What follows belongs to an exercise in optimizing a design on an open flow for small area, a short achievable clock period and few clock cycles; a production flow would make more cautious choices. Function was checked by simulation only, so behaviour that the tests miss may differ from the original. Power is estimated from default activity; no workload was simulated.

==> flow/design.v <==
`default_nettype none
package isa_pkg;
    localparam int xlen = 32;
    localparam int reg_idx_w = 5;
    localparam int instr_bytes = 4;
    localparam int shamt_w = 5;
endpackage
`default_nettype wire
`default_nettype none
package exu_pkg;
    localparam int dec_op_w = 4;
    typedef enum logic [0:0] {
        unit_rglr = 1'b0,
        unit_brch = 1'b1
    } exu_unit_e;
    typedef enum logic [dec_op_w-1:0] {
        rop_add   = 4'd0,
        rop_sub   = 4'd1,
        rop_and   = 4'd2,
        rop_or    = 4'd3,
        rop_xor   = 4'd4,
        rop_sll   = 4'd5,
        rop_srl   = 4'd6,
        rop_sra   = 4'd7,
        rop_slt   = 4'd8,
        rop_sltu  = 4'd9,
        rop_lui   = 4'd10,
        rop_auipc = 4'd11
    } rglr_op_e;
    typedef enum logic [2:0] {
        bop_beq  = 3'd0,
        bop_bne  = 3'd1,
        bop_blt  = 3'd2,
        bop_bge  = 3'd3,
        bop_bltu = 3'd4,
        bop_bgeu = 3'd5,
        bop_jal  = 3'd6,
        bop_jalr = 3'd7
    } brch_op_e;
    typedef enum logic [3:0] {
        alu_add   = 4'd0,
        alu_sub   = 4'd1,
        alu_and   = 4'd2,
        alu_or    = 4'd3,
        alu_xor   = 4'd4,
        alu_sll   = 4'd5,
        alu_srl   = 4'd6,
        alu_sra   = 4'd7,
        alu_slt   = 4'd8,
        alu_sltu  = 4'd9,
        alu_pass2 = 4'd10
    } alu_op_e;
endpackage
`default_nettype wire
`timescale 1ns/1ps
`default_nettype none
import isa_pkg::*;
import exu_pkg::*;
module exu_top
(
    input  wire logic                 clk,
    input  wire logic                 reset,
    input  wire logic                 dec_op_vld,
    output logic                      dec_op_rdy,
    input  wire logic                 dec_unit,
    input  wire logic [dec_op_w-1:0]  dec_op,
    input  wire logic                 dec_use_imm,
    input  wire logic [reg_idx_w-1:0] dec_rd_idx,
    input  wire logic [xlen-1:0]      dec_pc,
    input  wire logic [xlen-1:0]      dec_imm,
    input  wire logic [xlen-1:0]      rs1_rdata,
    input  wire logic [xlen-1:0]      rs2_rdata,
    output logic                      gpr_wbck_vld,
    input  wire logic                 gpr_wbck_rdy,
    output logic [reg_idx_w-1:0]      gpr_wbck_idx,
    output logic [xlen-1:0]           gpr_wbck_wdata,
    output logic                      pipe_flush_req,
    input  wire logic                 pipe_flush_ack,
    output logic [xlen-1:0]           pipe_flush_pc_op1,
    output logic [xlen-1:0]           pipe_flush_pc_op2
);
    logic            w_free;
    logic            f_free;
    logic            accept;
    logic            is_brch;
    logic            is_jump;
    logic            is_lui;
    logic            is_auipc;
    logic            sel_imm;
    logic            use_pc;
    logic            do_sub;
    logic [xlen-1:0] a;
    logic [xlen-1:0] y;
    logic [xlen-1:0] opa;
    logic [xlen-1:0] opb;
    logic [xlen-1:0] sum;
    logic [xlen-1:0] xor_res;
    logic [xlen-1:0] shf_in;
    logic [xlen-1:0] shf_out;
    logic [xlen-1:0] shf_res;
    logic            shf_fill;
    logic            shf_left;
    logic            lt_s;
    logic            lt_u;
    logic            lt;
    logic            eq;
    logic            taken;
    logic            needs_w;
    logic [xlen-1:0] res;
    assign w_free = !gpr_wbck_vld || gpr_wbck_rdy;
    assign f_free = !pipe_flush_req || pipe_flush_ack;
    assign dec_op_rdy = (w_free || !needs_w) && (f_free || !is_brch);
    assign accept     = dec_op_vld && dec_op_rdy;
    assign is_brch  = (dec_unit == unit_brch);
    assign is_jump  = is_brch && (dec_op[2:1] == 2'b11);
    assign is_lui   = !is_brch && (dec_op == rop_lui);
    assign is_auipc = !is_brch && (dec_op == rop_auipc);
    assign needs_w  = !is_brch || is_jump;
    assign sel_imm = !is_brch && dec_use_imm;
    assign a       = rs1_rdata;
    assign y       = sel_imm ? dec_imm : rs2_rdata;
    assign use_pc = is_auipc || is_jump;
    assign do_sub = is_brch ? !is_jump : (dec_op == rop_sub || dec_op == rop_slt || dec_op == rop_sltu);
    assign opa    = use_pc ? dec_pc : a;
    always_comb begin
        if (is_jump)       opb = xlen'(instr_bytes);
        else if (is_auipc) opb = dec_imm;
        else               opb = do_sub ? ~y : y;
    end
    assign sum = opa + opb + xlen'(do_sub);
    assign lt_s = (a[xlen-1] != y[xlen-1]) ? a[xlen-1] : sum[xlen-1];
    assign lt_u = (a[xlen-1] != y[xlen-1]) ? y[xlen-1] : sum[xlen-1];
    assign xor_res = a ^ y;
    assign eq      = (xor_res == '0);
    always_comb begin
        case (dec_op[2:1])
            2'b00:   lt = eq;
            2'b01:   lt = lt_s;
            2'b10:   lt = lt_u;
            default: lt = 1'b0;
        endcase
        taken = is_jump || (lt ^ dec_op[0]);
    end
    assign shf_left = (dec_op == rop_sll);
    assign shf_fill = (dec_op == rop_sra) && a[xlen-1];
    always_comb begin
        for (int i = 0; i < xlen; i++) shf_in[i] = shf_left ? a[xlen-1-i] : a[i];
    end
    assign shf_out = $signed({shf_fill, shf_in}) >>> y[shamt_w-1:0];
    always_comb begin
        for (int i = 0; i < xlen; i++) shf_res[i] = shf_left ? shf_out[xlen-1-i] : shf_out[i];
    end
    always_comb begin
        res = sum;
        if (!is_brch) begin
            case (dec_op)
                rop_and:  res = a & y;
                rop_or:   res = a | y;
                rop_xor:  res = xor_res;
                rop_sll, rop_srl, rop_sra: res = shf_res;
                rop_slt:  res = xlen'(lt_s);
                rop_sltu: res = xlen'(lt_u);
                rop_lui:  res = dec_imm;
                default:  res = sum;
            endcase
        end
    end
    always_ff @(posedge clk) begin
        if (reset) begin
            gpr_wbck_vld <= 1'b0;
        end else if (w_free) begin
            gpr_wbck_vld <= accept && needs_w;
        end
    end
    always_ff @(posedge clk) begin
        if (w_free) begin
            gpr_wbck_idx   <= dec_rd_idx;
            gpr_wbck_wdata <= res;
        end
    end
    always_ff @(posedge clk) begin
        if (reset) begin
            pipe_flush_req <= 1'b0;
        end else if (f_free) begin
            pipe_flush_req <= accept && is_brch && taken;
        end
    end
    always_ff @(posedge clk) begin
        if (f_free) begin
            pipe_flush_pc_op1 <= (dec_op[0] && is_jump) ? a : dec_pc;
            pipe_flush_pc_op2 <= dec_imm;
        end
    end
endmodule
`default_nettype wire
==> flow/config.mk <==
export PLATFORM = sky130hd
export DESIGN_NAME = exu_top
export DESIGN_NICKNAME = exu_top
export VERILOG_FILES = /design/flow/design.v
export SDC_FILE = /design/flow/constraint.sdc
export NUM_CORES = 4
export LEC_CHECK = 0
export ABC_AREA = 1
export CAP_MARGIN = 40
export CORE_MARGIN = 2
export CORE_UTILIZATION = 40
export SETUP_SLACK_MARGIN = 4.5
export SLEW_MARGIN = 40
==> flow/constraint.sdc <==
create_clock -name core_clock -period 9.0 [get_ports {clk}]
set_input_delay 1.8000 -clock core_clock [delete_from_list [all_inputs] [get_ports {clk}]]
set_output_delay 1.8000 -clock core_clock [all_outputs]
set_load 0.01 [all_outputs]
standard.sh (not shown) runs the stock make flow with config.mk's settings and CLKGATE_MAP_FILE= SYNTH_SCRIPT=/design/flow/synth_recipe.tcl, a recipe that flattens the netlist after the stock synthesis.
==> flow/flow/run.sh <==
#!/bin/bash
# Standard ORFS layout, with the port buffers made from the smallest plain buffer.
set -euo pipefail
export BUFFER_PORTS_ARGS="-buffer_cell sky130_fd_sc_hd__buf_1"
bash standard.sh > standard_flow.log 2>&1
The baseline went through all stages and came out clean.
Testbench counts at the start, summed over its fixed seeds: cycles 17,772.
Next try:
--- a/flow/config.mk
+++ b/flow/config.mk
@@ -7,3 +7,2 @@
 export LEC_CHECK = 0
-export ABC_AREA = 1
 export CAP_MARGIN = 40
@@ -11,3 +10,2 @@
 export CORE_UTILIZATION = 40
-export SETUP_SLACK_MARGIN = 4.5
 export SLEW_MARGIN = 40
Effect: The new run passed the timing, design-rule and antenna checks. Via count decreases by 22%. Worst setup slack loses 2400 ps. Final area decreases by 20%. Combinational power decreases by 26%. Clock-buffer cell count stays the same. Sequential share of layout area increases by 4.9 points.
Next try:
--- a/flow/config.mk
+++ b/flow/config.mk
@@ -10,2 +10,3 @@
 export CORE_UTILIZATION = 40
+export SETUP_SLACK_MARGIN = 4.5
 export SLEW_MARGIN = 40
After rerunning:
- The changed run completed with no timing, DRC or antenna violations
- final area rose by about 10%
- routed wire length rose by 9.1%
- via count rose by about 4%
- sequential share of layout area fell by 2.2 points
- power rose by 8.9%
- sequential power rose by about 0.9%
- worst hold slack is worse by 3.4 ps
- count of clock-buffer cells in the layout rose by 3
- critical path depth fell by 1

---

Another version of the RTL of exu_top (not shown whole).
For scale: ~1000 cells after synthesis, roughly 100 flip-flops, roughly 250 I/O pins.
==> flow/config.mk <==
export PLATFORM = sky130hd
export DESIGN_NAME = exu_top
export DESIGN_NICKNAME = exu_top
export VERILOG_FILES = /design/flow/design.v
export SDC_FILE = /design/flow/constraint.sdc
export NUM_CORES = 4
export LEC_CHECK = 0
export CAP_MARGIN = 10
export CORE_MARGIN = 2
export CORE_UTILIZATION = 50
export PLACE_DENSITY = 0.75
export SETUP_SLACK_MARGIN = 4.5
export SLEW_MARGIN = 10
export TNS_END_PERCENT = 0
==> flow/constraint.sdc <==
create_clock -name core_clock -period 9.0 [get_ports {clk}]
set_input_delay 1.8000 -clock core_clock [delete_from_list [all_inputs] [get_ports {clk}]]
set_output_delay 1.8000 -clock core_clock [all_outputs]
set_load 0.01 [all_outputs]
Scripts as last shown in full above: flow/flow/run.sh
The baseline passed the timing, design-rule and antenna checks.
Testbench counts at the start, summed over its fixed seeds: cycles 17,772.
Change:
--- a/flow/config.mk
+++ b/flow/config.mk
@@ -7,8 +7,8 @@
 export LEC_CHECK = 0
-export CAP_MARGIN = 10
+export CAP_MARGIN = 40
 export CORE_MARGIN = 2
-export CORE_UTILIZATION = 50
-export PLACE_DENSITY = 0.75
+export CORE_UTILIZATION = 40
+export PLACE_DENSITY = 0.8
 export SETUP_SLACK_MARGIN = 4.5
-export SLEW_MARGIN = 10
+export SLEW_MARGIN = 40
 export TNS_END_PERCENT = 0
Effect: The changed run went through all stages and came out clean. Total power goes up by 2.4%. Synthesized cell count stays the same. First-iteration DRC count came out lower by 2.7%. Register-to-register slack hardly moves. Cell area is about the same. Die area went up by 24%. Wire length is higher by 5.2%.
Change:
--- a/flow/config.mk
+++ b/flow/config.mk
@@ -10,5 +10,4 @@
 export CORE_UTILIZATION = 40
-export PLACE_DENSITY = 0.8
 export SETUP_SLACK_MARGIN = 4.5
 export SLEW_MARGIN = 40
-export TNS_END_PERCENT = 0
+export TNS_END_PERCENT = 10
Outcome:
- combinational power stays flat
- core utilization went up by 0.14 points
- fmax went down by about 0.65%
- via count went down by about 5%
- clock-buffer cell count went up by 1
- wire length went down by about 5%
- synthesized cell count does not change
Change:
--- a/flow/config.mk
+++ b/flow/config.mk
@@ -10,4 +10,4 @@
 export CORE_UTILIZATION = 40
-export SETUP_SLACK_MARGIN = 4.5
+export SETUP_SLACK_MARGIN = 4.0
 export SLEW_MARGIN = 40
-export TNS_END_PERCENT = 10
+export TNS_END_PERCENT = 0
Result: The changed run went through all stages and came out clean. Synthesized area is unchanged. Clock power went up by 7.2%. Power went up by 1.1%. Setup slack gets better by 0.0057 ns. Sequential cell count stays the same. Sequential share of layout area hardly moves. Clock-buffer cell count went down by 1. Hold slack gets better by 0.068 ns. First-iteration DRC count barely changes.
Change:
--- a/flow/config.mk
+++ b/flow/config.mk
@@ -10,3 +10,3 @@
 export CORE_UTILIZATION = 40
-export SETUP_SLACK_MARGIN = 4.0
+export SETUP_SLACK_MARGIN = 5.0
 export SLEW_MARGIN = 40
Effect: Sequential share of layout area does not change; clock skew does not change; sequential cell count stays the same; area after synthesis does not change; total power is unchanged; hold slack stays the same; utilization is unchanged.
Change:
--- a/flow/config.mk
+++ b/flow/config.mk
@@ -10,3 +10,3 @@
 export CORE_UTILIZATION = 40
-export SETUP_SLACK_MARGIN = 5.0
+export SETUP_SLACK_MARGIN = 4.5
 export SLEW_MARGIN = 40
After rerunning: Count of clock-buffer cells in the layout is unchanged. Setup slack does not change. Total power is unchanged. Maximum frequency stays the same. Clock skew stays the same. Worst hold slack stays the same. Global-route usage is unchanged. Die area does not change. Cell area is unchanged. Combinational power hardly moves. Synthesized area is unchanged.

-- what the ideal ports hide --
The flow's constraints put no driver on any port. The routed layouts listed below were extracted and timed again, unchanged, in two steps. Step 1 (the two cells are an assumption about what drives the block):
set clk [get_ports {clk}]
set_driving_cell -lib_cell sky130_fd_sc_hd__clkbuf_16 $clk
set_driving_cell -lib_cell sky130_fd_sc_hd__buf_2 [delete_from_list [all_inputs] $clk]
Step 2 also shifts input and output timing later by t, the mid clock arrival at the registers, as if the neighbouring blocks saw the same clock. a / b / c = ideal / step 1 / step 2; a / b = the first two.
run | t, ns | setup slack, ns | worst setup path after step 2 | latest minus earliest clock arrival (ns) | pins driven straight from the clock port
the first run of note 1 | 0.430 | 4.148 / 4.141 / 3.711 | input to register | 0.018 / 0.017 | 1
the second run of note 1 | 0.424 | 1.719 / 1.745 / 1.320 | input to register | 0.020 / 0.021 | 1
the third run of note 1 | 0.426 | 3.601 / 3.590 / 3.164 | input to register | 0.028 / 0.028 | 1
the first run of note 2 | 0.403 | 3.623 / 3.598 / 3.195 | input to register | 0.012 / 0.012 | 1
the second run of note 2 | 0.415 | 3.810 / 3.805 / 3.390 | input to register | 0.012 / 0.012 | 1
the third run of note 2 | 0.411 | 3.777 / 3.774 / 3.363 | input to register | 0.010 / 0.010 | 1
the fourth run of note 2 | 0.408 | 3.782 / 3.780 / 3.371 | input to register | 0.017 / 0.017 | 1
the fifth run of note 2 | 0.408 | 3.782 / 3.780 / 3.371 | input to register | 0.017 / 0.017 | 1
the sixth run of note 2 | 0.408 | 3.782 / 3.780 / 3.371 | input to register | 0.017 / 0.017 | 1
After both steps every run listed still meets setup and hold.
